Context: an optimization exercise on an open-source flow, tuned for small area, a short achievable clock period and few clock cycles. The choices shown serve that exercise and are no tape-out recipe.
The RTL was checked by simulation tests, not by an equivalence proof against the original design.

==> flow/design.v <==
`default_nettype none
package plpl_pkg;
	localparam int DATA_W         = 32;
	localparam int FRAC_W         = 16;
	localparam int CFG_W          = 7;
	localparam int INDEX_W        = 6;
	localparam int DEF_MAX_POINTS = 64;
	localparam logic REQ_WRITE = 1'b0;
	localparam logic REQ_QUERY = 1'b1;
	typedef enum logic [2:0] {
		ST_IDLE,
		ST_SCAN,
		ST_DIV,
		ST_MUL,
		ST_SUM,
		ST_DONE
	} plpl_state_t;
endpackage
`default_nettype wire
`default_nettype none
module plpl_store #(
	parameter int MAX_POINTS = plpl_pkg::DEF_MAX_POINTS,
	parameter int SPACING    = 4
) (
	input  wire logic                                   clk,
	input  wire logic                                   wr_en,
	input  wire logic [$clog2(MAX_POINTS)-1:0]          wr_pos,
	input  wire logic [plpl_pkg::DATA_W-1:0]            wr_key,
	input  wire logic [plpl_pkg::DATA_W-1:0]            wr_value,
	output logic      [MAX_POINTS*plpl_pkg::DATA_W-1:0] keys,
	output logic      [MAX_POINTS*plpl_pkg::DATA_W-1:0] keys_next,
	output logic      [MAX_POINTS*plpl_pkg::DATA_W-1:0] values
);
	localparam int DW = plpl_pkg::DATA_W;
	for (genvar p = 0; p < MAX_POINTS; p++) begin : g_ent
		localparam int NXT = (p + 1) % MAX_POINTS;
		if ((p % SPACING) == 0) begin : g_inj
			assign keys_next[p*DW +: DW] = (wr_en && (wr_pos == p)) ? wr_key : keys[NXT*DW +: DW];
			always_ff @(posedge clk) begin
				if (wr_en && (wr_pos == p)) begin
					values[p*DW +: DW] <= wr_value;
				end else begin
					values[p*DW +: DW] <= values[NXT*DW +: DW];
				end
			end
		end else begin : g_move
			assign keys_next[p*DW +: DW] = keys[NXT*DW +: DW];
			always_ff @(posedge clk) begin
				values[p*DW +: DW] <= values[NXT*DW +: DW];
			end
		end
		always_ff @(posedge clk) begin
			keys[p*DW +: DW] <= keys_next[p*DW +: DW];
		end
	end
endmodule
`default_nettype none
module plpl_gt (
	input  wire logic [plpl_pkg::DATA_W-1:0] a,
	input  wire logic [plpl_pkg::DATA_W-1:0] b,
	output logic                             hi_g,
	output logic                             hi_p,
	output logic                             lo_g
);
	localparam int W = plpl_pkg::DATA_W;
	localparam int H = W / 2;
	logic [W-1:0] au;
	logic [W-1:0] nb;
	logic [W-1:0] g [5];
	logic [W-1:0] p [5];
	assign au = {~a[W-1], a[W-2:0]};
	assign nb = ~{~b[W-1], b[W-2:0]};
	assign g[0] = au & nb;
	assign p[0] = au | nb;
	for (genvar l = 0; l < 4; l++) begin : g_lvl
		for (genvar i = 0; i < W; i++) begin : g_bit
			if ((i % (2 << l)) == ((2 << l) - 1)) begin : g_node
				assign g[l+1][i] = g[l][i] | (p[l][i] & g[l][i - (1 << l)]);
				assign p[l+1][i] = p[l][i] & p[l][i - (1 << l)];
			end else begin : g_pass
				assign g[l+1][i] = g[l][i];
				assign p[l+1][i] = p[l][i];
			end
		end
	end
	assign hi_g = g[4][W-1];
	assign hi_p = p[4][W-1];
	assign lo_g = g[4][H-1];
endmodule
`default_nettype wire
`default_nettype none
module plpl_div (
	input  wire logic [34:0]                 s_in,
	input  wire logic [34:0]                 c_in,
	input  wire logic [plpl_pkg::DATA_W-1:0] den,
	output logic      [34:0]                 s_out,
	output logic      [34:0]                 c_out,
	output logic      [1:0]                  qpos,
	output logic      [1:0]                  qneg
);
	localparam int DW = plpl_pkg::DATA_W;
	logic [34:0] dd;           
	logic [34:0] ys1, yc1;
	logic [3:0]  est1;
	logic        q1p, q1n;
	logic [34:0] m1;
	logic [34:0] s1, c1;
	logic [34:0] ys2, yc2;
	logic        q2p, q2n;
	logic [34:0] m2;
	assign dd  = {3'b000, den};
	assign ys1  = {s_in[33:0], 1'b0};
	assign yc1  = {c_in[33:0], 1'b0};
	assign est1 = ys1[34:31] + yc1[34:31];
	assign q1p  = !est1[3];
	assign q1n  = est1[3] && (est1 != 4'b1111);
	assign m1   = q1p ? ~dd : (q1n ? dd : '0);
	assign s1   = ys1 ^ yc1 ^ m1;
	assign c1   = {((ys1[33:0] & yc1[33:0]) | (ys1[33:0] & m1[33:0]) | (yc1[33:0] & m1[33:0])), q1p};
	logic [2:0] q2p_c, q2n_c;    
	for (genvar v = 0; v < 3; v++) begin : g_spec
		logic [34:29] mc;
		logic [33:30] sc, cc;
		logic [3:0]   e2;
		assign mc = (v == 0) ? ~dd[34:29] : ((v == 2) ? dd[34:29] : '0);
		assign sc = ys1[33:30] ^ yc1[33:30] ^ mc[33:30];
		assign cc = (ys1[32:29] & yc1[32:29]) | (ys1[32:29] & mc[32:29]) | (yc1[32:29] & mc[32:29]);
		assign e2 = sc + cc;
		assign q2p_c[v] = !e2[3];
		assign q2n_c[v] = e2[3] && (e2 != 4'b1111);
	end
	assign q2p = q1p ? q2p_c[0] : (q1n ? q2p_c[2] : q2p_c[1]);
	assign q2n = q1p ? q2n_c[0] : (q1n ? q2n_c[2] : q2n_c[1]);
	assign ys2 = {s1[33:0], 1'b0};
	assign yc2 = {c1[33:0], 1'b0};
	assign m2  = q2p ? ~dd : (q2n ? dd : '0);
	assign s_out = ys2 ^ yc2 ^ m2;
	assign c_out = {((ys2[33:0] & yc2[33:0]) | (ys2[33:0] & m2[33:0]) | (yc2[33:0] & m2[33:0])), q2p};
	assign qpos  = {q1p, q2p};
	assign qneg  = {q1n, q2n};
endmodule
`default_nettype none
module plpl_csa #(
	parameter int W = 48
) (
	input  wire logic [W-1:0] a,
	input  wire logic [W-1:0] b,
	input  wire logic [W-1:0] c,
	output logic      [W-1:0] s,
	output logic      [W-1:0] cy
);
	assign s  = a ^ b ^ c;
	assign cy = {((a[W-2:0] & b[W-2:0]) | (a[W-2:0] & c[W-2:0]) | (b[W-2:0] & c[W-2:0])), 1'b0};
endmodule
`default_nettype wire
`default_nettype none
module piecewise_linear_lookup_core #(
	parameter int MAX_POINTS = plpl_pkg::DEF_MAX_POINTS
) (
	input  wire logic                                 clk,
	input  wire logic                                 arst_n,
	input  wire logic                                 cfg_valid,
	output logic                                      cfg_ready,
	input  wire logic        [plpl_pkg::CFG_W-1:0]    cfg_data,
	input  wire logic                                 in_valid,
	output logic                                      in_stall,
	input  wire logic                                 req_type,
	input  wire logic        [plpl_pkg::INDEX_W-1:0]  point_index,
	input  wire logic signed [plpl_pkg::DATA_W-1:0]   point_key,
	input  wire logic signed [plpl_pkg::DATA_W-1:0]   point_value,
	input  wire logic signed [plpl_pkg::DATA_W-1:0]   query_x,
	output logic                                      out_valid,
	input  wire logic                                 out_stall,
	output logic signed      [plpl_pkg::DATA_W-1:0]   interp_value,
	output logic                                      below_first,
	output logic                                      at_or_above_last
);
	localparam int N     = MAX_POINTS;
	localparam int IDX_W = $clog2(MAX_POINTS);
	localparam int DW    = plpl_pkg::DATA_W;
	localparam int FW    = plpl_pkg::FRAC_W;
	localparam int NDIV  = FW / 2;           
	localparam int RW    = DW + 3;           
	localparam int C_KEY = 1;
	localparam int C_VAL = 4 + NDIV - 1;
	localparam int NRD   = C_VAL + 1;        
	localparam int LAT   = 15;               
	localparam int SPACING = 4;
	localparam int SP_W    = $clog2(SPACING);
	localparam int CAP   = LAT + 2;
	localparam int FDEPTH = CAP - 1;
	localparam int FA_W  = $clog2(FDEPTH);
	localparam int OC_W  = $clog2(CAP + 1);
	localparam int PW    = FW + DW;          
	logic [plpl_pkg::CFG_W-1:0] count_q;
	logic [IDX_W:0]             n_eff;
	assign cfg_ready = 1'b1;
	always_ff @(posedge clk or negedge arst_n) begin
		if (!arst_n) begin
			count_q <= plpl_pkg::CFG_W'(1);
		end else if (cfg_valid) begin
			count_q <= cfg_data;
		end
	end
	always_comb begin
		if (count_q == '0) begin
			n_eff = (IDX_W+1)'(1);
		end else if (int'(count_q) > N) begin
			n_eff = (IDX_W+1)'(N);
		end else begin
			n_eff = (IDX_W+1)'(count_q);
		end
	end
	logic             in_stall_q;
	logic             take, take_q, take_w;
	logic             consume;
	logic [OC_W-1:0]  owed_q;
	logic [OC_W-1:0]  owed_next;
	logic             busy;        
	logic             busy_next;
	logic [NRD-1:0]   rd_v;        
	assign take     = in_valid && !in_stall_q;
	assign take_q   = take && (req_type == plpl_pkg::REQ_QUERY);
	assign take_w   = take && (req_type == plpl_pkg::REQ_WRITE);
	assign in_stall = in_stall_q;
	assign busy      = |rd_v;
	assign busy_next = take_q || (|rd_v[NRD-2:0]);
	logic [IDX_W-1:0] ph_q;
	always_ff @(posedge clk) begin
		ph_q <= ph_q + IDX_W'(1);
	end
	logic             pend_q;
	logic [IDX_W-1:0] w_idx_q;
	logic [DW-1:0]    w_key_q;
	logic [DW-1:0]    w_val_q;
	logic [IDX_W-1:0] w_pos;       
	logic [IDX_W-1:0] w_pos_next;
	logic [IDX_W-1:0] w_idx_next;
	logic             apply;
	logic             pend_next;
	assign w_pos  = w_idx_q - ph_q - IDX_W'(1);
	assign apply  = pend_q && !busy && (w_pos[SP_W-1:0] == '0);
	always_ff @(posedge clk) begin
		if (take_w) begin
			pend_q  <= 1'b1;
			w_idx_q <= point_index;
			w_key_q <= point_key;
			w_val_q <= point_value;
		end else if (apply) begin
			pend_q <= 1'b0;
		end
	end
	assign pend_next  = take_w || (pend_q && !apply);
	assign w_idx_next = take_w ? point_index : w_idx_q;
	assign w_pos_next = w_idx_next - ph_q - IDX_W'(2);
	localparam int PAD_TO = 2 * (SPACING - 1);
	localparam int PAD_W  = $clog2(PAD_TO + 1);
	logic             wr_seen_q;
	logic [PAD_W-1:0] refused_q;
	logic [PAD_W-1:0] pad_q;
	logic [PAD_W-1:0] pad_next;
	always_comb begin
		if (take_q && wr_seen_q) begin
			pad_next = (refused_q >= PAD_W'(PAD_TO)) ? '0 : PAD_W'(PAD_TO) - refused_q;
		end else if (pad_q != '0) begin
			pad_next = pad_q - PAD_W'(1);
		end else begin
			pad_next = '0;
		end
	end
	always_ff @(posedge clk or negedge arst_n) begin
		if (!arst_n) begin
			wr_seen_q <= 1'b0;
			refused_q <= '0;
			pad_q     <= '0;
		end else begin
			pad_q <= pad_next;
			if (!in_valid || take_q) begin
				wr_seen_q <= 1'b0;
				refused_q <= '0;
			end else begin
				if (take_w) begin
					wr_seen_q <= 1'b1;
				end
				if (in_stall_q && (refused_q != PAD_W'(PAD_TO))) begin
					refused_q <= refused_q + PAD_W'(1);
				end
			end
		end
	end
	logic out_valid_q;
	assign consume   = out_valid_q && !out_stall;
	assign owed_next = owed_q + OC_W'(take_q) - OC_W'(consume);
	always_ff @(posedge clk or negedge arst_n) begin
		if (!arst_n) begin
			owed_q     <= '0;
			in_stall_q <= 1'b1;
		end else begin
			owed_q     <= owed_next;
			in_stall_q <= (owed_next >= OC_W'(CAP)) || (pad_next != '0)
				|| (pend_next && (busy_next || (w_pos_next[SP_W-1:0] != '0)));
		end
	end
	logic [N*DW-1:0] keys;
	logic [N*DW-1:0] keys_next;
	logic [N*DW-1:0] vals;
	plpl_store #(
		.MAX_POINTS(MAX_POINTS),
		.SPACING   (SPACING)
	) u_store (
		.clk      (clk),
		.wr_en    (apply),
		.wr_pos   (w_pos),
		.wr_key   (w_key_q),
		.wr_value (w_val_q),
		.keys     (keys),
		.keys_next(keys_next),
		.values   (vals)
	);
	logic [LAT-1:0] v_q;
	always_ff @(posedge clk or negedge arst_n) begin
		if (!arst_n) begin
			v_q <= '0;
		end else begin
			v_q <= {v_q[LAT-2:0], take_q};
		end
	end
	assign rd_v = v_q[NRD-1:0];
	logic [IDX_W-1:0] st_n;
	logic [IDX_W:0]   st_end_n;
	logic [N-1:0]     from_n;      
	logic [N-1:0]     below_end_n;
	logic [N-1:0]     use_n;
	logic [N-1:0]     m_from_q;
	logic [N-1:0]     m_use_q;
	logic [IDX_W-1:0] m_last_q;    
	logic [IDX_W-1:0] st_nq;
	always_ff @(posedge clk) begin
		st_nq <= -(ph_q + IDX_W'(2));
	end
	assign st_n     = st_nq;
	assign st_end_n = {1'b0, st_n} + n_eff;
	for (genvar p = 0; p < N; p++) begin : g_win
		assign from_n[p]      = (IDX_W'(p) >= st_n);
		assign below_end_n[p] = (IDX_W'(p) < st_end_n[IDX_W-1:0]);
		assign use_n[p]       = st_end_n[IDX_W] ? (from_n[p] || below_end_n[p]) : (from_n[p] && below_end_n[p]);
	end
	always_ff @(posedge clk) begin
		m_from_q <= from_n;
		m_use_q  <= use_n;
		m_last_q <= st_n + IDX_W'(n_eff - (IDX_W+1)'(1));
	end
	logic [N-1:0] c_hgt_w;
	logic [N-1:0] c_heq_w;
	logic [N-1:0] c_lgt_w;
	for (genvar p = 0; p < N; p++) begin : g_cmp
		plpl_gt u_gt (
			.a     (keys_next[p*DW +: DW]),
			.b     (query_x),
			.hi_g  (c_hgt_w[p]),
			.hi_p  (c_heq_w[p]),
			.lo_g  (c_lgt_w[p])
		);
	end
	logic [N-1:0]     s1_hgt;
	logic [N-1:0]     s1_heq;
	logic [N-1:0]     s1_lgt;
	logic [N-1:0]     s1_gt;
	logic [N-1:0]     s1_from;    
	logic [IDX_W-1:0] s1_last;    
	logic [DW-1:0]    s1_x;
	always_ff @(posedge clk) begin
		s1_hgt <= c_hgt_w;
		s1_heq <= c_heq_w;
		s1_lgt <= c_lgt_w;
		s1_x   <= query_x;
	end
	assign s1_gt   = m_use_q & (s1_hgt | (s1_heq & s1_lgt));
	assign s1_from = m_from_q;
	assign s1_last = m_last_q;
	logic [N-1:0] gt_hi;
	logic [N-1:0] seen;
	logic [N-1:0] seen_hi;
	logic [N-1:0] first_w;
	assign gt_hi      = s1_gt & s1_from;
	assign seen[0]    = 1'b0;
	assign seen_hi[0] = 1'b0;
	for (genvar p = 1; p < N; p++) begin : g_seen
		assign seen[p]    = seen[p-1] || s1_gt[p-1];
		assign seen_hi[p] = seen_hi[p-1] || gt_hi[p-1];
	end
	assign first_w = (|gt_hi) ? (gt_hi & ~seen_hi) : (s1_gt & ~seen);
	logic [N-1:0]     s2_first;
	logic             s2_hit;
	logic             s2_at0;
	logic [IDX_W-1:0] s2_last;
	logic [DW-1:0]    s2_x;
	always_ff @(posedge clk) begin
		for (int p = 0; p < N; p++) begin
			s2_first[p] <= first_w[(p + C_KEY) % N];
		end
		s2_hit  <= |s1_gt;
		s2_at0  <= |(s1_gt & s1_from & ~{s1_from[N-2:0], 1'b0});
		s2_last <= s1_last;
		s2_x    <= s1_x;
	end
	logic [7:0]       k_gsel;
	logic [7:0]       k_msel;
	logic [DW-1:0]    k_win [9];
	logic [DW-1:0]    xr_w;
	logic [DW-1:0]    xl_w;
	logic [IDX_W-1:0] hit_pos;    
	always_comb begin
		for (int g = 0; g < 8; g++) begin
			k_gsel[g] = |s2_first[g*8 +: 8];
		end
		for (int m = 0; m < 8; m++) begin
			k_msel[m] = 1'b0;
			for (int g = 0; g < 8; g++) begin
				k_msel[m] = k_msel[m] | s2_first[g*8 + m];
			end
		end
		for (int k = 0; k < 9; k++) begin
			k_win[k] = '0;
			for (int g = 0; g < 8; g++) begin
				k_win[k] = k_win[k] | ({DW{k_gsel[g]}} & keys[((g*8 + k + N - 1) % N)*DW +: DW]);
			end
		end
		xr_w = '0;
		xl_w = '0;
		for (int m = 0; m < 8; m++) begin
			xr_w = xr_w | ({DW{k_msel[m]}} & k_win[m+1]);
			xl_w = xl_w | ({DW{k_msel[m]}} & k_win[m]);
		end
		hit_pos = '0;
		for (int g = 0; g < 8; g++) begin
			hit_pos[5:3] = hit_pos[5:3] | ({3{k_gsel[g]}} & 3'(g));
		end
		for (int m = 0; m < 8; m++) begin
			hit_pos[2:0] = hit_pos[2:0] | ({3{k_msel[m]}} & 3'(m));
		end
	end
	logic [DW-1:0]    s3_xl;
	logic [DW-1:0]    s3_xr;
	logic [DW-1:0]    s3_x;
	logic             s3_below;
	logic             s3_above;
	logic [IDX_W-1:0] s3_vpos;    
	always_ff @(posedge clk) begin
		s3_xl    <= xl_w;
		s3_xr    <= xr_w;
		s3_x     <= s2_x;
		s3_below <= s2_at0;
		s3_above <= !s2_hit;
		s3_vpos  <= s2_hit ? (hit_pos - IDX_W'(C_VAL - C_KEY)) : (s2_last - IDX_W'(C_VAL));
	end
	logic [DW:0] dx_w;
	logic [DW:0] span_w;
	assign dx_w   = {s3_x[DW-1], s3_x} - {s3_xl[DW-1], s3_xl};
	assign span_w = {s3_xr[DW-1], s3_xr} - {s3_xl[DW-1], s3_xl};
	logic [DW-1:0]    n_x;
	logic [DW-1:0]    n_d;
	logic             n_below;
	logic             n_above;
	logic [IDX_W-1:0] n_vpos;
	always_ff @(posedge clk) begin
		n_x     <= dx_w[DW-1:0];
		n_d     <= span_w[DW-1:0];
		n_below <= s3_below;
		n_above <= s3_above;
		n_vpos  <= s3_vpos;
	end
	logic [4:0]    lz;
	logic [DW-1:0] nd_w;
	logic [DW-1:0] nx_w;
	always_comb begin
		lz = 5'd31;
		for (int b = 0; b < DW; b++) begin
			if (n_d[b]) begin
				lz = 5'(DW - 1 - b);
			end
		end
	end
	assign nd_w = n_d << lz;
	assign nx_w = n_x << lz;
	logic [RW-1:0]    d_s     [NDIV];
	logic [RW-1:0]    d_c     [NDIV];
	logic [DW-1:0]    d_den   [NDIV];
	logic [FW-1:0]    d_qq    [NDIV];    
	logic [FW-1:0]    d_qm    [NDIV];    
	logic             d_below [NDIV];
	logic             d_above [NDIV];
	logic [IDX_W-1:0] d_vpos  [NDIV];
	logic [RW-1:0]    d_s_w   [NDIV];
	logic [RW-1:0]    d_c_w   [NDIV];
	logic [1:0]       d_qp_w  [NDIV];
	logic [1:0]       d_qn_w  [NDIV];
	logic [FW-1:0]    d_qq_w  [NDIV];
	logic [FW-1:0]    d_qm_w  [NDIV];
	for (genvar k = 0; k < NDIV; k++) begin : g_div
		if (k == 0) begin : g_first
			always_ff @(posedge clk) begin
				d_s[k]     <= {3'b000, nx_w};
				d_den[k]   <= nd_w;
				d_below[k] <= n_below;
				d_above[k] <= n_above;
				d_vpos[k]  <= n_vpos;
			end
			assign d_c[k]  = '0;
			assign d_qq[k] = '0;
			assign d_qm[k] = '1;
		end else begin : g_next
			always_ff @(posedge clk) begin
				d_s[k]     <= d_s_w[k-1];
				d_c[k]     <= d_c_w[k-1];
				d_den[k]   <= d_den[k-1];
				d_qq[k]    <= d_qq_w[k-1];
				d_qm[k]    <= d_qm_w[k-1];
				d_below[k] <= d_below[k-1];
				d_above[k] <= d_above[k-1];
				d_vpos[k]  <= d_vpos[k-1];
			end
		end
		plpl_div u_step (
			.s_in  (d_s[k]),
			.c_in  (d_c[k]),
			.den   (d_den[k]),
			.s_out (d_s_w[k]),
			.c_out (d_c_w[k]),
			.qpos  (d_qp_w[k]),
			.qneg  (d_qn_w[k])
		);
		logic [FW-1:0] qq1;
		logic [FW-1:0] qm1;
		assign qq1 = d_qp_w[k][1] ? {d_qq[k][FW-2:0], 1'b1}
			: (d_qn_w[k][1] ? {d_qm[k][FW-2:0], 1'b1} : {d_qq[k][FW-2:0], 1'b0});
		assign qm1 = d_qp_w[k][1] ? {d_qq[k][FW-2:0], 1'b0}
			: (d_qn_w[k][1] ? {d_qm[k][FW-2:0], 1'b0} : {d_qm[k][FW-2:0], 1'b1});
		assign d_qq_w[k] = d_qp_w[k][0] ? {qq1[FW-2:0], 1'b1}
			: (d_qn_w[k][0] ? {qm1[FW-2:0], 1'b1} : {qq1[FW-2:0], 1'b0});
		assign d_qm_w[k] = d_qp_w[k][0] ? {qq1[FW-2:0], 1'b0}
			: (d_qn_w[k][0] ? {qm1[FW-2:0], 1'b0} : {qm1[FW-2:0], 1'b1});
	end
	logic [IDX_W-1:0] v_pos;
	logic [7:0]       v_gsel;
	logic [7:0]       v_msel;
	logic [DW-1:0]    v_win [9];
	logic [DW-1:0]    yr_w;
	logic [DW-1:0]    yl_w;
	assign v_pos = d_vpos[NDIV-1];
	always_comb begin
		for (int g = 0; g < 8; g++) begin
			v_gsel[g] = (v_pos[5:3] == 3'(g));
			v_msel[g] = (v_pos[2:0] == 3'(g));
		end
		for (int k = 0; k < 9; k++) begin
			v_win[k] = '0;
			for (int g = 0; g < 8; g++) begin
				v_win[k] = v_win[k] | ({DW{v_gsel[g]}} & vals[((g*8 + k + N - 1) % N)*DW +: DW]);
			end
		end
		yr_w = '0;
		yl_w = '0;
		for (int m = 0; m < 8; m++) begin
			yr_w = yr_w | ({DW{v_msel[m]}} & v_win[m+1]);
			yl_w = yl_w | ({DW{v_msel[m]}} & v_win[m]);
		end
	end
	logic [RW-1:0] f_s;
	logic [RW-1:0] f_c;
	logic [FW-1:0] f_qq;
	logic [FW-1:0] f_qm;
	logic [DW-1:0] f_yl;
	logic [DW-1:0] f_yr;
	logic          f_below;
	logic          f_above;
	always_ff @(posedge clk) begin
		f_s     <= d_s_w[NDIV-1];
		f_c     <= d_c_w[NDIV-1];
		f_qq    <= d_qq_w[NDIV-1];
		f_qm    <= d_qm_w[NDIV-1];
		f_yl    <= yl_w;
		f_yr    <= yr_w;
		f_below <= d_below[NDIV-1];
		f_above <= d_above[NDIV-1];
	end
	logic [RW-1:0] rem_w;
	logic [FW-1:0] q_lo;
	logic [FW-1:0] q_hi;
	assign rem_w  = f_s + f_c;
	assign q_lo   = f_qm;
	assign q_hi   = f_qq;
	logic          f_interp;
	logic [FW-1:0] lo_eff;
	logic [FW-1:0] hi_eff;
	assign f_interp = !f_below && !f_above;
	assign lo_eff   = f_interp ? q_lo : '0;
	assign hi_eff   = f_interp ? q_hi : '0;
	localparam int NB = FW / 2;
	logic [NB-1:0] t2_one;
	logic [NB-1:0] t2_two;
	logic [NB-1:0] t2_neg;
	logic [DW:0]   t2_dy;
	logic [DW-1:0] t2_base;
	logic          t2_below;
	logic          t2_above;
	logic [3*NB-1:0] bd_lo;
	logic [3*NB-1:0] bd_hi;
	logic [3*NB-1:0] bd_w;
	logic [DW-1:0]   base_lo;
	logic [DW-1:0]   base_hi;
	logic [FW+2:0]   fx_lo;       
	logic [FW+2:0]   fx_hi;
	assign fx_lo = {2'b00, lo_eff, 1'b0};
	assign fx_hi = {2'b00, hi_eff, 1'b0};
	for (genvar k = 0; k < NB; k++) begin : g_bd
		assign bd_lo[3*k]   = fx_lo[2*k+1] ^ fx_lo[2*k];
		assign bd_lo[3*k+1] = (fx_lo[2*k+2] && !fx_lo[2*k+1] && !fx_lo[2*k])
			|| (!fx_lo[2*k+2] && fx_lo[2*k+1] && fx_lo[2*k]);
		assign bd_lo[3*k+2] = fx_lo[2*k+2];
		assign bd_hi[3*k]   = fx_hi[2*k+1] ^ fx_hi[2*k];
		assign bd_hi[3*k+1] = (fx_hi[2*k+2] && !fx_hi[2*k+1] && !fx_hi[2*k])
			|| (!fx_hi[2*k+2] && fx_hi[2*k+1] && fx_hi[2*k]);
		assign bd_hi[3*k+2] = fx_hi[2*k+2];
	end
	assign bd_w    = rem_w[RW-1] ? bd_lo : bd_hi;
	assign base_lo = lo_eff[FW-1] ? f_yr : f_yl;
	assign base_hi = hi_eff[FW-1] ? f_yr : f_yl;
	always_ff @(posedge clk) begin
		for (int k = 0; k < NB; k++) begin
			t2_one[k] <= bd_w[3*k];
			t2_two[k] <= bd_w[3*k+1];
			t2_neg[k] <= bd_w[3*k+2];
		end
		t2_dy    <= {f_yr[DW-1], f_yr} - {f_yl[DW-1], f_yl};
		t2_base  <= !f_interp ? f_yr : (rem_w[RW-1] ? base_lo : base_hi);
		t2_below <= f_below;
		t2_above <= f_above;
	end
	logic [PW-1:0] row [NB];
	logic [PW-1:0] extra_w;
	for (genvar k = 0; k < NB; k++) begin : g_row
		logic [DW+1:0] mag;
		logic [PW-1:0] ext;
		assign mag = t2_one[k] ? {t2_dy[DW], t2_dy} : (t2_two[k] ? {t2_dy, 1'b0} : '0);
		assign ext = {{(PW-DW-2){mag[DW+1]}}, mag} ^ {PW{t2_neg[k]}};
		assign row[k] = ext << (2*k);
	end
	always_comb begin
		extra_w = {t2_base, {FW{1'b0}}};
		for (int k = 0; k < NB; k++) begin
			extra_w[2*k] = t2_neg[k];
		end
	end
	logic [PW-1:0] l1 [6];
	logic [PW-1:0] l2 [4];
	logic [PW-1:0] l3 [3];
	logic [PW-1:0] l4 [2];
	plpl_csa #(.W(PW)) u_csa10 (.a(row[0]), .b(row[1]), .c(row[2]), .s(l1[0]), .cy(l1[1]));
	plpl_csa #(.W(PW)) u_csa11 (.a(row[3]), .b(row[4]), .c(row[5]), .s(l1[2]), .cy(l1[3]));
	plpl_csa #(.W(PW)) u_csa12 (.a(row[6]), .b(row[7]), .c(extra_w), .s(l1[4]), .cy(l1[5]));
	plpl_csa #(.W(PW)) u_csa20 (.a(l1[0]), .b(l1[1]), .c(l1[2]), .s(l2[0]), .cy(l2[1]));
	plpl_csa #(.W(PW)) u_csa21 (.a(l1[3]), .b(l1[4]), .c(l1[5]), .s(l2[2]), .cy(l2[3]));
	plpl_csa #(.W(PW)) u_csa30 (.a(l2[0]), .b(l2[1]), .c(l2[2]), .s(l3[0]), .cy(l3[1]));
	assign l3[2] = l2[3];
	plpl_csa #(.W(PW)) u_csa40 (.a(l3[0]), .b(l3[1]), .c(l3[2]), .s(l4[0]), .cy(l4[1]));
	logic [PW-1:0] t3_s;
	logic [PW-1:0] t3_c;
	logic          t3_below;
	logic          t3_above;
	always_ff @(posedge clk) begin
		t3_s     <= l4[0];
		t3_c     <= l4[1];
		t3_below <= t2_below;
		t3_above <= t2_above;
	end
	logic [PW-1:0] sum_w;
	logic          res_v;
	logic [DW+1:0] res_w;
	assign sum_w = t3_s + t3_c;
	assign res_v = v_q[LAT-1];
	assign res_w = {sum_w[FW +: DW], t3_below, t3_above};
	logic [DW+1:0]    fifo [FDEPTH];
	logic [FA_W-1:0]  f_wr_q;
	logic [FA_W-1:0]  f_rd_q;
	logic [FA_W:0]    f_cnt_q;
	logic             out_free;
	logic             f_empty;
	logic             f_push;
	logic             f_pop;
	logic             out_load;
	logic [DW+1:0]    out_d;
	logic [DW+1:0]    out_q;
	assign out_free = !out_valid_q || !out_stall;
	assign f_empty  = (f_cnt_q == '0);
	assign f_pop    = out_free && !f_empty;
	assign f_push   = res_v && !(out_free && f_empty);
	assign out_load = out_free && (!f_empty || res_v);
	assign out_d    = f_empty ? res_w : fifo[f_rd_q];
	always_ff @(posedge clk) begin
		if (f_push) begin
			fifo[f_wr_q] <= res_w;
		end
		if (out_load) begin
			out_q <= out_d;
		end
	end
	always_ff @(posedge clk or negedge arst_n) begin
		if (!arst_n) begin
			f_wr_q      <= '0;
			f_rd_q      <= '0;
			f_cnt_q     <= '0;
			out_valid_q <= 1'b0;
		end else begin
			if (f_push) begin
				f_wr_q <= (f_wr_q == FA_W'(FDEPTH - 1)) ? '0 : f_wr_q + FA_W'(1);
			end
			if (f_pop) begin
				f_rd_q <= (f_rd_q == FA_W'(FDEPTH - 1)) ? '0 : f_rd_q + FA_W'(1);
			end
			f_cnt_q <= f_cnt_q + (FA_W+1)'(f_push) - (FA_W+1)'(f_pop);
			if (out_free) begin
				out_valid_q <= !f_empty || res_v;
			end
		end
	end
	assign out_valid        = out_valid_q;
	assign interp_value     = $signed(out_q[DW+1:2]);
	assign below_first      = out_q[1];
	assign at_or_above_last = out_q[0];
endmodule
`default_nettype wire
==> flow/flow/run.sh <==
#!/bin/bash
set -euo pipefail
bash standard.sh SETUP_SLACK_MARGIN=6.5 finish > standard_make.log 2>&1
==> flow/standard.sh <==
#!/bin/bash
# synth_recipe.tcl (not shown) runs the flow's synth.tcl, then flattens the netlist and writes it again
# the make line also repeats each setting of config.mk as NAME=value (left out here)
make -C /OpenROAD-flow-scripts/flow DESIGN_CONFIG=/design/flow/config.mk WORK_HOME=/design/flow/orfs CLKGATE_MAP_FILE= SYNTH_SCRIPT=/design/flow/synth_recipe.tcl "${@:-finish}"
==> flow/config.mk <==
export PLATFORM = sky130hd
export DESIGN_NAME = piecewise_linear_lookup_core
export DESIGN_NICKNAME = piecewise_linear_lookup_core
export VERILOG_FILES = /design/flow/design.v
export SDC_FILE = /design/flow/constraint.sdc
export NUM_CORES = 4
export LEC_CHECK = 0
export CAP_MARGIN = 20
export CELL_PAD_IN_SITES_DETAIL_PLACEMENT = 1
export CELL_PAD_IN_SITES_GLOBAL_PLACEMENT = 2
export CORE_MARGIN = 2
export CORE_UTILIZATION = 30
export CTS_CLUSTER_DIAMETER = 120
export CTS_CLUSTER_SIZE = 20
export PLACE_DENSITY = 0.5
export SLEW_MARGIN = 20
export TNS_END_PERCENT = 0
==> flow/constraint.sdc <==
create_clock -name core_clock -period 10.0 [get_ports {clk}]
set_input_delay 2.0000 -clock core_clock [delete_from_list [all_inputs] [get_ports {clk}]]
set_output_delay 2.0000 -clock core_clock [all_outputs]
set_load 0.01 [all_outputs]
==> notes.md, run 1 <==
- Outcome: complete, no violations
- Slew Viols, Final: 0
- Asr flop ratio synth: 0.00729
- Via Count: about 200k
- Worst r2r dst: s1_hgt[20]
- Max-Cap Viols: 0
- Prevailing post-synth register cell: dfxtp_1
- R2R Setup Slk: 4330 ps
- # clock sinks: between 6000 and 7000
- # rows: 346
- DP HPWL: between 900000 and 1000000 um
- Clock Latency Late Sink: 1090 ps
- Final hold violations: 0
- Chip height: 948 um
- Cells after Synth: between 20000 and 25000
- DRT antenna net count: 0
- Remaining Overflow, GRT: 0
- Die area: 899000 um^2
- Crit path time final: 5720 ps
- Post-synth EDFFs: ~650
- Initial antenna violation count: about 130
- Tcrit/Tclk final: 0.572
- Synthesized area per cell: 10.9 um^2
- Layout cells sized above 1: 0.0866
- Final Setup Violations: 0
- # port buffers: 150
- Hold path start: u_store.values[345]
- WP data required: approximately 11000 ps
- First-pass GRT wire length: between 1500000 and 2000000 um
- Setup Crit Path Kind: input port to flip-flop
- Nets: about 25000
- WP data arrival: between 6000 and 7000 ps
- Crit end category: flip-flop
- Hold slack final: about 300 ps
- Synth Cell Area: ~270000 um^2
- Final Core Density: 0.332
- Hold path endpoint: u_store.values[313]
- Most common library cell in the layout ignoring fill and taps: dfxtp_1
- Fmax: 175 MHz
- Design area: 295000 um^2
- Clk slew on worst S/H paths: ~90 ps
- Commonest cells after routing, fill and taps aside: 6011 x dfxtp_1, 2254 x a22oi_1, 1854 x nand2_1
- GP Congestion: around 0.94
- Worst min path class: flip-flop to flip-flop
- Yosys warns: 40
- Worst Setup SP: query_x[0]
- RSZ-0062 raised after global routing: true
- Total wire length: ~1300000 um
- Headroom to the max-slew limit: 0.177
- CORE AREA: 888000 um^2
- Worst setup SP type: input port
- Drt drc: 0
- Number of global-route vias before repair: approximately 210k
- Die width: 948 um
- CTS Buffer Depth: 4
- Clock root cell: clkbuf_16
- H-tree depth: 5
- Area after DPL: 283000 um^2
- Sequential-to-total area share from yosys stat: 0.529
- Clock skew: 77.4 ps
- WHS Path Cells: 0
- I/O pin count: between 150 and 200
- All-Layer GR Usage: 0.284
- R2R Path Start: w_idx_q[2]
- Tightest Pin Transition: 1200 ps
- Pin count of the biggest net entering global routing: 120
- Layout area overhead: 10.2%
- Vias/cell: 5.56
- Worst reg2reg path depth: 16
- DRT iter0 DRCs: around 18000
- Total CTS buffers: between 300 and 400
- Pre-antenna DRT Iters: 8
- CP Max Fanout: 10
- #FFs+latches synth: slightly below 7000
- Fin Setup TNS: 0 ps
- Post-synthesis cell type count: 104
- Wire length per cell: 36.6 um
- CTS tree: yes
- Initial core utilization: 0.301
## state kept, by name, summed over array words and instances, names as in the netlist, 48 cells and up
| signal | cells |
|---|---|
| d_c | 231 |
| d_den | 256 |
| d_qm | 56 |
| d_qq | 56 |
| d_s | 270 |
| d_vpos | 48 |
| fifo | 544 |
| m_from_q | 63 |
| m_use_q | 64 |
| s1_heq | 64 |
| s1_hgt | 64 |
| s1_lgt | 64 |
| s2_first | 64 |
| u_store.keys | 2048 |
| u_store.values | 2048 |
## critical path: stages
cell and delay (ps):
clkdlybuf4s50_1 500, buf_8 210, nor2b_1 180, maj3_2 390
maj3_2 410, maj3_1 410, maj3_1 360, a221o_1 360
a221o_1 330, a32oi_1 220, maj3_1 220, maj3_1 220
maj3_1 210, o21ai_1 70, maj3_1 360, a21o_1 190
## synthesized netlist by cell type (49+ instances only)
library cell / number / share of area
a221oi_1: 321 / 0.011
o22a_1: 50 / 0.0016
buf_1: 185 / 0.0026
a22oi_1: 2254 / 0.063
fa_1: 770 / 0.058
a222oi_1: 69 / 0.0026
nor2_1: 1062 / 0.015
a21oi_1: 778 / 0.015
mux4_2: 166 / 0.014
clkbuf_1: 1432 / 0.020
o21bai_1: 49 / 0.0014
nand2_1: 1869 / 0.026
xor2_1: 155 / 0.0051
a22o_1: 284 / 0.0093
o2111ai_1: 81 / 0.0027
o31ai_1: 64 / 0.0018
nor2b_1: 155 / 0.0036
nand2b_1: 150 / 0.0035
a21o_1: 221 / 0.0062
edfxtp_1: 646 / 0.073
o21ai_0: 984 / 0.018
o22ai_1: 818 / 0.019
maj3_1: 536 / 0.020
nand4_1: 93 / 0.0022
or4_1: 149 / 0.0042
ha_1: 395 / 0.018
xnor2_1: 378 / 0.012
nand3_1: 168 / 0.0031
inv_1: 1348 / 0.019
a211oi_1: 126 / 0.0035
o21a_1: 70 / 0.0020
a31oi_1: 152 / 0.0036
and2_1: 53 / 0.0012
and3_1: 297 / 0.0069
nor4_1: 151 / 0.0035
mux2i_1: 535 / 0.020
nor3_1: 66 / 0.0012
and4_1: 233 / 0.0076
a41o_1: 100 / 0.0037
mux2_2: 581 / 0.024
dfxtp_1: 6031 / 0.45
## per-layer routing
| metal | GRT usage | wire length, um | up-vias | part of all wire |
|---|---|---|---|---|
| met1 | 0.384 | 589000 | 105000 | 0.45 |
| met5 | 0 | 275 | - | 0.00021 |
| met4 | 0.125 | 69300 | 40 | 0.052 |
| met2 | 0.447 | 588000 | 6452 | 0.44 |
| met3 | 0.0472 | 74800 | 1633 | 0.057 |
| li1 | - | - | 87700 | - |
## worst max-delay path by stage
stage                 end  slack [ps]  depth (start not counted)
2_1_floorplan  in_stall_q        4460                          8
3_3_place_gp   s1_lgt[39]        2730                         18
3_5_place_dp   s1_lgt[28]        2800                         15
4_1_cts        s1_lgt[52]        4330                         19
5_1_grt        s1_lgt[50]        4220                         17
6_report       s1_lgt[60]        4280                         16
## stage by stage
stage	setup slack [ps]	cells
after floorplan	4460	24500
after global placement	2730	35400
after detailed placement	2800	35400
after CTS	4330	35900
after global routing	4220	36100
final	4280	36200
## area by class of cell
class                   instances  area (um^2)
multi-input cells           14800       116000
diodes                        214          536
clock inverters                29          485
well taps                   11800        14800
clock buffers                 468        10000
inverters                    1365         5170
fillers                     96400       593000
flip-flops and latches       6726       141000
repair buffers                694         6000
## timing repair
| action | 4_1_cts | 5_1_grt |
|---|---|---|
| endpoints found under the setup margin | 3389 | 3177 |
| hold buffers | 0 | 0 |
| pin swaps | 27 | 13 |
| setup buffers | 36 | 1 |
| resized for setup | 77 | 26 |
| cloned | 1 | 0 |
## kinds of logic after synthesis
logic type	synth area share
buffers and inverters	0.0421
xor gates and xnor gates	0.0175
adders and majority gates	0.0968
DFF	0.529
other	0.0000140
muxes	0.0585
AOI/OAI and AO/OA	0.175
and+or+nand+nor	0.0810
Testbench counts, summed over its fixed seeds: cycles 4,006.
==> run 2, diff against run 1 <==
--- a/flow/design.v
+++ b/flow/design.v
@@ -24,6 +24,5 @@
 ) (
 	input  wire logic                                   clk,
-	input  wire logic                                   wr_en,
-	input  wire logic [$clog2(MAX_POINTS)-1:0]          wr_pos,
+	input  wire logic [MAX_POINTS/SPACING-1:0]          wr_at,     
 	input  wire logic [plpl_pkg::DATA_W-1:0]            wr_key,
 	input  wire logic [plpl_pkg::DATA_W-1:0]            wr_value,
@@ -36,7 +35,7 @@
 		localparam int NXT = (p + 1) % MAX_POINTS;
 		if ((p % SPACING) == 0) begin : g_inj
-			assign keys_next[p*DW +: DW] = (wr_en && (wr_pos == p)) ? wr_key : keys[NXT*DW +: DW];
+			assign keys_next[p*DW +: DW] = wr_at[p/SPACING] ? wr_key : keys[NXT*DW +: DW];
 			always_ff @(posedge clk) begin
-				if (wr_en && (wr_pos == p)) begin
+				if (wr_at[p/SPACING]) begin
 					values[p*DW +: DW] <= wr_value;
 				end else begin
@@ -234,11 +233,20 @@
 	logic [DW-1:0]    w_key_q;
 	logic [DW-1:0]    w_val_q;
-	logic [IDX_W-1:0] w_pos;       
-	logic [IDX_W-1:0] w_pos_next;
+	logic [IDX_W-1:0] w_pos_next;  
 	logic [IDX_W-1:0] w_idx_next;
 	logic             apply;
 	logic             pend_next;
-	assign w_pos  = w_idx_q - ph_q - IDX_W'(1);
-	assign apply  = pend_q && !busy && (w_pos[SP_W-1:0] == '0);
+	localparam int NINJ = N / SPACING;
+	logic            apply_q;
+	logic [NINJ-1:0] inj_q;
+	logic            apply_next;
+	assign apply      = apply_q;
+	assign apply_next = pend_next && !busy_next && (w_pos_next[SP_W-1:0] == '0);
+	always_ff @(posedge clk) begin
+		apply_q <= apply_next;
+		for (int k = 0; k < NINJ; k++) begin
+			inj_q[k] <= apply_next && (w_pos_next[IDX_W-1:SP_W] == (IDX_W-SP_W)'(k));
+		end
+	end
 	always_ff @(posedge clk) begin
 		if (take_w) begin
@@ -310,6 +318,5 @@
 	) u_store (
 		.clk      (clk),
-		.wr_en    (apply),
-		.wr_pos   (w_pos),
+		.wr_at    (inj_q),
 		.wr_key   (w_key_q),
 		.wr_value (w_val_q),
==> run 2 against run 1 <==
  * Setup slack gained 820 ps
  * Critical endpoint is now s1_heq[46]
  * Via count shrank 1.0%
  * Area after synthesis shrank 0.18%
  * Final area grew 0.24%
  * Critical path type unchanged
  * Critical path depth shrank 6
==> notes.md, run 2 <==
- Fmax: 204 MHz (+17%)
- GP Congestion: 0.981 (+4.1%)
- DP HPWL: 975000 um (+1.3%)
- #FFs+latches synth: 6743 (+0.25%)
- Post-synth EDFFs: 642 (-0.62%)
- Tightest Pin Transition: 1300 ps (+96.5 ps)
- Synth Cell Area: 267000 um^2 (-0.18%)
- Layout cells sized above 1: 0.107 (+0.0207)
- Cells after Synth: 23800 (-2.8%)
- DRT antenna net count: 0 (unchanged)
- CTS Buffer Depth: 4 (unchanged)
- WHS Path Cells: 0 (unchanged)
- Crit end category: flip-flop
- Critical path's slowest cell: nor4_2
- H-tree depth: 5 (unchanged)
- Vias/cell: 5.61 (+0.82%)
- Die width: 947 um (about the same)
- # clock sinks: 6743 (+0.25%)
- # rows: 346 (unchanged)
- Pre-antenna DRT Iters: 9 (+1)
- Final Core Density: 0.333 (+0.00113)
- Worst path cell trace: clkdlybuf4s50_1 -> buf_4 -> clkinv_4 -> buf_12 -> o22ai_1 -> a2111oi_0 -> buf_4 -> o211ai_1 -> nor4_2 -> buf_4
- Layout area overhead: 10.7%
- Total CTS buffers: 381 (+0.79%)
- Final Setup Violations: 0 (unchanged)
- XOR/XNOR Fraction of Synth Area: 0.0178 (+0.000360)
- Chip height: 947 um (about the same)
- Commonest cells post-synth: 6052 x dfxtp_1, 2270 x a22oi_1, 1421 x inv_1
- Top cell type's share of synthesized area: 0.454 (+0.00240)
- Tcrit/Tclk final: 0.490 (-0.0816)
- Worst reg2reg path depth: 8 (-8)
- Outcome: complete, no violations
- Die area: 897000 um^2 (-0.18%)
- Max-Cap Viols: 0 (unchanged)
- CP Max Fanout: 83 (+73)
- Clock Latency Late Sink: 1130 ps (+40 ps)
- Fin Setup TNS: 0 ps (unchanged)
- # port buffers: 150 (unchanged)
- CTS tree: yes
- Prevailing post-synth register cell: dfxtp_1
- Initial antenna violation count: 125 (-0.79%)
- Hold_buf cts: 0 (unchanged)
- Most common library cell in the layout ignoring fill and taps: dfxtp_1
- Crit-path max cell delay: 850 ps (+350 ps)
- Commonest cells after routing, fill and taps aside: 6022 x dfxtp_1, 2253 x a22oi_1, 1409 x inv_1
- Number of global-route vias before repair: 203000 (-1.8%)
- Sequential-to-total area share from yosys stat: 0.531 (+0.00209)
- Total wire length: 1330000 um (+0.77%)
- Pre-CTS setup slack: 2770 ps (-34.6 ps)
- Crit path top cell by count: buf_4
- Drt drc: 0 (unchanged)
- Synth Area in Adders: 0.0997 (+0.00285)
- Nets: 24600 (-2.7%)
- Final worst slack: 5100 ps (+816 ps)
- RSZ-0062 raised after global routing: true
- WP data required: 11050 ps (+80 ps)
- Headroom to the max-slew limit: 0.135 (-0.0415)
- Clock root cell: clkbuf_16
- Asr flop ratio synth: 0.00727 (-0.0000184)
- Biggest regs: u_store.keys: 2048 flops, u_store.values: 2048 flops, fifo: 544 flops
- Remaining Overflow, GRT: 0 (unchanged)
- Simple-gate share of the synthesized area: 0.0647 (-0.0164)
- Worst Setup SP: query_x[27]
- Wire length per cell: 37.5 um (+2.6%)
- Post-synthesis cell type count: 97 (-6.7%)
- R2R Path Start: s2_first[41]
- Via Count: 199000 (-1.0%)
- Setup Crit Path Kind: input port to flip-flop
- DRT iter0 DRCs: 19500 (+5.8%)
- I/O pin count: 152 (unchanged)
- CORE AREA: 887000 um^2 (about the same)
- Worst min path class: flip-flop to flip-flop
- Initial core utilization: 0.301 (about the same)
- Compound-Gate Fraction of Synth Area: 0.175 (about the same)
- Synthesized area per cell: 11.2 um^2 (+2.7%)
- Mux cell area share after synthesis: 0.0684 (+0.00988)
- Hold slack final: 310 ps (+8.41 ps)
- Worst setup SP type: input port
- Yosys warns: 40 (unchanged)
- Cell taking the most area after synthesis: dfxtp_1
- WP data arrival: 5950 ps (-740 ps)
- Largest family of logic cells by synthesized area: compound AO/OA/AOI/OAI gates
- Hold path start: u_store.values[1646]
- Slew Viols, Final: 0 (unchanged)
- Clk slew on worst S/H paths: 90 ps (about the same)
- Top cells by area, synth: dfxtp_1 45%, edfxtp_1 7.2%, a22oi_1 6.4%
- Crit path time final: 4900 ps (-816 ps)
- Final hold violations: 0 (unchanged)
- Most common cell in the netlist: dfxtp_1
- Clock skew: 83.5 ps (+6.11 ps)
- Pin count of the biggest net entering global routing: 123 (+2.5%)
- All-Layer GR Usage: 0.285 (+0.00127)
- First-pass GRT wire length: 1800000 um (-0.34%)
## run 2: cell types whose count changed after synthesis, moves of 84 or more
cell / delta
clkbuf_1: -122
o21ai_0: -167
a31oi_1: -88
nand2_1: -838
buf_1: +84
a21oi_1: +169
mux2_2: +229
## run 2: layout make-up
type / count / area (um^2)
fillers: 95900 / 592000
repair buffers: 695 / 6440
well taps: 11800 / 14800
multi-input cells: 14100 / 116000
flip-flops and latches: 6743 / 142000
clock buffers: 474 / 10100
inverters: 1445 / 5520
diodes: 218 / 546
repair inverters: 1 / 5.00
clock inverters: 35 / 588
## run 2: per-layer routing
layer	vias to the layer above	GRT usage	routed length (um)
met5	-	0	208
met4	32	0.150	83900
met3	1896	0.0407	71900
met2	7108	0.460	608000
met1	104000	0.371	568000
li1	86100	-	-
## run 2: cell families (layout without fill, tap and decap cells)
group,count (synthesis),count (layout)
and+or+nand+nor,3533,3535
AOI/OAI and AO/OA,6681,6681
DFF,6743,6743
muxes,1510,1510
adders and majority gates,1782,1782
other,1,219
buffers and inverters,3055,2650
xor gates and xnor gates,543,543
## run 2: path summary, 6_finish.rpt
kind                                        end  slack, ps
setup / recovery                     s1_heq[46]       5100
hold reg to reg            u_store.values[1614]        310
max in group asynchronous             f_rd_q[1]       7800
min in group asynchronous            count_q[2]        790
setup reg to reg                      s3_xr[16]       5170
hold / removal             u_store.values[1614]        310
## run 2: worst max-delay path: cells and delay by family
| kind | cells | cell delay (ps) |
|---|---|---|
| simple gates | 1 | 850 |
| buf+inv | 6 | 1790 |
| compound gates | 3 | 1040 |
## run 2: what timing repair did
| action | 4_1_cts | 5_1_grt |
|---|---|---|
| setup buffers | 24 | 9 |
| setup endpoints to repair | 2304 | 2279 |
| pin swaps | 44 | 103 |
| resized for setup | 227 | 163 |
| cloned | 6 | 5 |
## run 2: through the flow
step / cell area [um^2] / std cells
floorplan: 267000 / 23800
global placement: 282000 / 34700
detailed placement: 282000 / 34700
CTS: 294000 / 35300
global route: 295000 / 35500
finish: 295000 / 35500
Testbench counts of run 2, summed over its fixed seeds: cycles 4,006.
==> run 3, diff against run 2 <==
==> flow/flow/run.sh (replaced) <==
#!/bin/bash
set -euo pipefail
bash standard.sh SETUP_SLACK_MARGIN=6.1 finish > standard_make.log 2>&1
--- a/flow/config.mk
+++ b/flow/config.mk
@@ -15,3 +15,2 @@
 export PLACE_DENSITY = 0.5
 export SLEW_MARGIN = 20
-export TNS_END_PERCENT = 0
==> run 3 against run 2 <==
  * Still clean on timing, DRC and antenna
  * Routed wire length is 3.9% higher
  * Utilization is 0.95 points higher
  * Fmax is 4.0% higher
  * Highest routed layer unchanged
==> notes.md, run 3 <==
- # clock sinks: 6743 (unchanged)
- Tightest Pin Transition: 1390 ps (+89.6 ps)
- Fmax: 212 MHz (+4.0%)
- Yosys warns: 40 (unchanged)
- Placed cell count: 34700 (-0.11%)
- Cells after Synth: 23800 (unchanged)
- Total CTS buffers: 382 (+0.26%)
- Area of the multi-input gates: 120000 um^2 (+3.5%)
- Final std cells w/o fill: 35800 (+0.72%)
- Post-synth EDFFs: 642 (unchanged)
- Clk slew on worst S/H paths: 90 ps (about the same)
- Worst Setup SP: query_x[0]
- Cell taking the most area after synthesis: dfxtp_1
- Sequential-to-total area share from yosys stat: 0.531 (unchanged)
- Top cells by area, synth: dfxtp_1 45%, edfxtp_1 7.2%, a22oi_1 6.4%
- Initial core utilization: 0.301 (unchanged)
- Hold path start: u_store.values[465]
- Wire length per cell: 38.7 um (+3.1%)
- Most common library cell in the layout ignoring fill and taps: dfxtp_1
- H-tree depth: 5 (unchanged)
- Final hold violations: 0 (unchanged)
- Layout area overhead: 13.9%
- Synthesized area per cell: 11.2 um^2 (unchanged)
- Sequential cell area: 142000 um^2 (about the same)
- Worst min path class: flip-flop to flip-flop
- Layout cells sized above 1: 0.160 (+0.0524)
- Fin Setup TNS: 0 ps (unchanged)
- Commonest cells post-synth: 6052 x dfxtp_1, 2270 x a22oi_1, 1421 x inv_1
- Asr flop ratio synth: 0.00727 (unchanged)
- Remaining Overflow, GRT: 0 (unchanged)
- Initial antenna violation count: 141 (+13%)
- CP Max Fanout: 6 (-93%)
- Crit end category: flip-flop
- Hold_buf cts: 0 (unchanged)
- WP data required: 11010 ps (-40 ps)
- Chip height: 947 um (unchanged)
- Top cell type's share of synthesized area: 0.454 (unchanged)
- Fillers: 95300 (-0.67%)
- Final Setup Violations: 0 (unchanged)
- Post-synthesis cell type count: 97 (unchanged)
- Pre-antenna DRT Iters: 11 (+2)
- # rows: 346 (unchanged)
- Number of global-route vias before repair: 204000 (+0.30%)
- Biggest regs: u_store.keys: 2048 flops, u_store.values: 2048 flops, fifo: 544 flops
- Crit path time final: 4710 ps (-188 ps)
- Die width: 947 um (unchanged)
- #FFs+latches synth: 6743 (unchanged)
- Worst setup SP type: input port
- Nets: 24900 (+1.1%)
- Headroom to the max-slew limit: 0.0723 (-0.0629)
- CTS Buffer Depth: 4 (unchanged)
- Vias/cell: 5.66 (+0.95%)
- Clock root cell: clkbuf_16
- Clock skew: 85.2 ps (+1.70 ps)
- DRT antenna net count: 0 (unchanged)
- Synth Cell Area: 267000 um^2 (unchanged)
- Die area: 897000 um^2 (unchanged)
- Total wire length: 1380000 um (+3.9%)
- WP data arrival: 5730 ps (-220 ps)
- DRT iter0 DRCs: 21800 (+11%)
- Clock Latency Late Sink: 1140 ps (about the same)
- Tcrit/Tclk final: 0.471 (-0.0188)
- Outcome: complete, no violations
- R2R Path Start: inj_q[12]
- Via Count: 202000 (+1.7%)
- RSZ-0062 raised after global routing: true
- I/O pin count: 152 (unchanged)
- # port buffers: 150 (unchanged)
- Most common cell in the netlist: dfxtp_1
- Commonest cells after routing, fill and taps aside: 5961 x dfxtp_1, 2239 x a22oi_1, 1404 x inv_1
- Pin count of the biggest net entering global routing: 133 (+8.1%)
- Max-Cap Viols: 0 (unchanged)
- CORE AREA: 887000 um^2 (unchanged)
- Slew Viols, Final: 0 (unchanged)
- GP Congestion: 0.939 (-4.3%)
- Prevailing post-synth register cell: dfxtp_1
- All-Layer GR Usage: 0.295 (+0.0102)
- First-pass GRT wire length: 1860000 um (+2.9%)
- DP HPWL: 989000 um (+1.5%)
- Drt drc: 0 (unchanged)
- CTS tree: yes
- Setup Crit Path Kind: input port to flip-flop
-- run 3: cell counts after synthesis --
No cell type changed its count.
-- run 3: through the flow --
step	util	worst slack (ps)	cell area (um^2)	hold WS, ps
after global routing	0.342	5280	304000	273
final	0.343	5290	304000	300
after global placement	0.319	2670	283000	310
after CTS	0.339	5320	301000	285
after detailed placement	0.319	2670	283000	313
after floorplan	-	4830	269000	310
-- run 3: metal layers --
| layer | up-vias | part of all wire | GRT usage |
|---|---|---|---|
| li1 | 86600 | - | - |
| met1 | 106000 | 0.45 | 0.409 |
| met2 | 7991 | 0.44 | 0.453 |
| met3 | 1872 | 0.065 | 0.0511 |
| met4 | 56 | 0.052 | 0.128 |
| met5 | - | 0.00031 | 0 |
-- run 3: final cells by class --
cell class | instances | share of cell area
multi-input combinational | 14100 | 0.394
tap | 11800 | 0.0487
timing repair inverter | 16 | 0.000811
clock inverter | 41 | 0.00241
sequential | 6743 | 0.467
antenna | 203 | 0.00167
timing repair buffer | 931 | 0.0337
inverter | 1445 | 0.0186
clock buffer | 472 | 0.0331
-- run 3: timing repair --
action	4_1_cts	5_1_grt
cloned	49	13
setup buffers	220	71
resized for setup	1131	395
endpoints found under the setup margin	1572	1092
pin swaps	532	365
hold endpoints to repair	0	0
-- run 3: cells by family (layout without fill, tap and decap cells) --
logic type                 count (synthesis)  after routing  synth area share
buffers and inverters                   3055           2905            0.0434
DFF                                     6743           6743             0.531
other                                      1            204         0.0000141
AOI/OAI and AO/OA                       6681           6682             0.175
muxes                                   1510           1510            0.0684
xor gates and xnor gates                 543            543            0.0178
adders and majority gates               1782           1782            0.0997
and+or+nand+nor                         3533           3549            0.0647
-- run 3: worst max-delay path, stage by stage --
cell	delay (ps)
buf_12	100
buf_12	140
buf_12	130
buf_6	110
nor2b_1	50
maj3_2	290
maj3_2	290
maj3_2	380
a211oi_4	230
a2111oi_4	80
a311oi_4	550
maj3_2	300
maj3_2	180
maj3_2	190
o21ai_1	70
maj3_2	320
maj3_2	300
-- run 3: path summary, 6_finish.rpt --
path / slack, ps / depth (start not counted) / endpoint
max: 5290 / 17 / s1_lgt[21]
min: 300 / 0 / u_store.values[433]
max reg2reg: 5410 / 13 / s1_lgt[48]
min reg2reg: 300 / 0 / u_store.values[433]
max in group asynchronous: 8100 / 2 / f_rd_q[1]
min in group asynchronous: 850 / 1 / count_q[2]
==> run 4, diff against run 3 <==
==> flow/flow/run.sh (replaced) <==
#!/bin/bash
set -euo pipefail
bash standard.sh SETUP_SLACK_MARGIN=6.2 finish > standard_make.log 2>&1
--- a/flow/config.mk
+++ b/flow/config.mk
@@ -15,2 +15,4 @@
 export PLACE_DENSITY = 0.5
 export SLEW_MARGIN = 20
+export SYNTH_HIERARCHICAL = 1
+export SYNTH_MINIMUM_KEEP_SIZE = 0
==> run 4 against run 3 <==
  * Non-clock buffer count shrank 195
  * Worst hold slack lost 49 ps
  * Sequential share of layout area down 1.6 points
  * Routed wire length is 2.4% lower
  * Final area rose by 3.7%
  * Synthesized cell count up 12%
  * Via count is 1.6% higher
  * Register-to-register slack improved by 660 ps
  * Final cell count up 7.2%
  * Global-route usage fell by 3.2 points
  * Critical path depth decreased by 9
  * Critical endpoint is now s3_xl[15]
==> notes.md, run 4 <==
- Pin count of the biggest net entering global routing: 110 (-17%)
- Tcrit/Tclk final: 0.393 (-0.0784)
- End of the critical path: s3_xl[15]
- I/O pin count: 152 (unchanged)
- DRT iter0 DRCs: 18200 (-16%)
- All-Layer GR Usage: 0.263 (-0.0318)
- Final hold violations: 0 (unchanged)
- Nets: 26500 (+6.6%)
- Headroom to the max-slew limit: 0.207 (+0.134)
- CORE AREA: 977000 um^2 (+10%)
- Outcome: complete, no violations
- Initial core utilization: 0.301 (about the same)
- Worst Setup SP: s2_first[18]
- # rows: 363 (+4.9%)
- RSZ-0062 raised after global routing: true
- Yosys warns: 46 (+15%)
- GP Congestion: 0.908 (-3.3%)
- Clk slew on worst S/H paths: 90 ps (about the same)
- Area of the multi-input gates: 130000 um^2 (+8.2%)
- Clock skew: 120 ps (+34.9 ps)
- Number of global-route vias before repair: 214000 (+4.9%)
- Chip height: 994 um (+4.9%)
- Worst r2r dst: s3_xl[15]
- DP HPWL: 978000 um (-1.1%)
- CTS tree: yes
- WP data arrival: 4810 ps (-920 ps)
- Hold slack final: 251 ps (-49.5 ps)
- Crit end category: flip-flop
- Tightest Pin Transition: 1190 ps (-197 ps)
- Remaining Overflow, GRT: 0 (unchanged)
- Pre-CTS setup slack: 4000 ps (+1330 ps)
- Cells after Synth: 26700 (+12%)
- Design area: 315000 um^2 (+3.7%)
- Worst setup SP type: flip-flop
- R2R Setup Slk: 6070 ps (+660 ps)
- Fillers: 106000 (+11%)
- Sequential cell area: 142000 um^2 (+0.27%)
- Final worst slack: 6070 ps (+784 ps)
- Clock root cell: clkbuf_16
- # port buffers: 150 (unchanged)
- Total wire length: 1350000 um (-2.4%)
- Drt drc: 0 (unchanged)
- WP data required: 10880 ps (-130 ps)
- Synth Cell Area: 294000 um^2 (+10%)
- R2R Path Start: s2_first[18]
- Crit path time final: 3930 ps (-784 ps)
- Area after DPL: 299000 um^2 (+5.6%)
- Max-Cap Viols: 0 (unchanged)
- # clock sinks: 6757 (+0.21%)
- Wire length per cell: 35.2 um (-8.9%)
- Final Setup Violations: 0 (unchanged)
- Via Count: 206000 (+1.6%)
- Slew Viols, Final: 0 (unchanged)
- Setup Crit Path Kind: flip-flop to flip-flop
- Vias/cell: 5.36 (-5.2%)
- Layout area overhead: 7.24%
- Worst reg2reg path depth: 8 (-5)
- Worst min path class: flip-flop to flip-flop
- Clock Latency Late Sink: 1140 ps (about the same)
- Synthesized area per cell: 11.0 um^2 (-1.5%)
- Biggest regs: u_store.keys: 2048 flops, u_store.values: 2048 flops, fifo: 544 flops
- CTS Buffer Depth: 5 (+1)
- CP Max Fanout: 37 (+31)
- Die width: 994 um (+4.9%)
- DRT antenna net count: 0 (unchanged)
- Fmax: 254 MHz (+20%)
- Fin Setup TNS: 0 ps (unchanged)
- Commonest cells after routing, fill and taps aside: 5940 x dfxtp_1, 2224 x a22oi_1, 2151 x inv_1
- First-pass GRT wire length: 1840000 um (-0.76%)
- Layout cells sized above 1: 0.144 (-0.0158)
- Pre-antenna DRT Iters: 10 (-1)
- H-tree depth: 5 (unchanged)
- Initial antenna violation count: 134 (-5.0%)
- Most common library cell in the layout ignoring fill and taps: dfxtp_1
- Die area: 988000 um^2 (+10%)
- Total CTS buffers: 399 (+4.5%)
- Hold_buf cts: 0 (unchanged)
-- run 4: layer usage --
layer,routed length [um],up-vias,global-route usage
met5,69,-,0
met4,61500,10,0.0995
met3,63600,1462,0.0317
met2,616000,5931,0.426
met1,609000,108000,0.361
li1,-,90200,-
-- run 4: final cells by class --
cell class | count | area share
flip-flops and latches | 6757 | 0.451
multi-input cells | 14900 | 0.411
well taps | 13000 | 0.0514
clock buffers | 489 | 0.0335
inverters | 2305 | 0.0276
repair buffers | 736 | 0.0231
diodes | 110 | 0.000873
clock inverters | 20 | 0.000810
-- run 4: worst min path at each step --
stage	from	to	slack (ps)	depth (start not counted)
floorplan	n_above	d_above[0]	310	0
global placement	d_vpos[3][5]	d_vpos[4][5]	310	0
detailed placement	s2_x[26]	s3_x[26]	310	0
CTS	u_store.values[626]	u_store.values[594]	250	0
global route	u_store.values[626]	u_store.values[594]	270	0
finish	u_store.values[626]	u_store.values[594]	250	0
-- run 4: metrics by stage --
step,utilization,cells
floorplan,-,26800
global placement,0.306,37500
detailed placement,0.306,37500
CTS,0.320,38100
global route,0.322,38300
finish,0.323,38300
-- run 4: worst max-delay path: stages, from the launching register on --
cell and delay [ps]:
dfxtp_1 350, nor4_4 450, nand2_8 270, buf_6 400
buf_4 380, a22oi_1 250, and4_1 500, o22ai_1 170
or4_1 710
-- run 4: what timing repair did --
action | 4_1_cts | 5_1_grt
gates resized for setup | 591 | 410
buffers inserted | 100 | 61
setup endpoints to repair | 1325 | 881
cloned | 25 | 9
pin swaps | 75 | 69

port drivers added, routing unchanged:
The flow's constraints put no driver on any port. The routed layouts listed below were extracted and timed again, unchanged, in two steps. Step 1 sets driving cells, clkbuf_16 on the clock port and buf_2 on the other inputs (assumed; they add their load-dependent delay and slew). Step 2 adds t to the input delays and takes it off the output delays; t is the mean of the earliest and latest rising clock arrival at the registers after step 1. Input paths then give back, and output paths get back, about the clock's delay inside the block. a / b / c = ideal / step 1 / step 2; a / b = the first two.
| run | t (ns) | setup slack, ns | hold slack, ns | worst setup path after step 2 | cell pins on the clock port's net |
|---|---|---|---|---|---|
| run 1 | 1.227 | 4.281 / 4.330 / 3.187 | 0.301 / 0.301 / 0.301 | input to register | 1 |
| run 2 | 1.263 | 5.097 / 5.165 / 3.966 | 0.310 / 0.310 / 0.310 | input to register | 1 |
| run 3 | 1.268 | 5.285 / 5.198 / 3.930 | 0.300 / 0.300 / 0.300 | input to register | 1 |
| run 4 | 1.240 | 6.069 / 5.993 / 4.916 | 0.251 / 0.251 / 0.251 | input to register | 1 |
After both steps setup and hold are still met in every run listed. For run 3, which loses most, drivers alone change the setup slack by -0.087 ns; drivers and shift together by -1.355 ns.
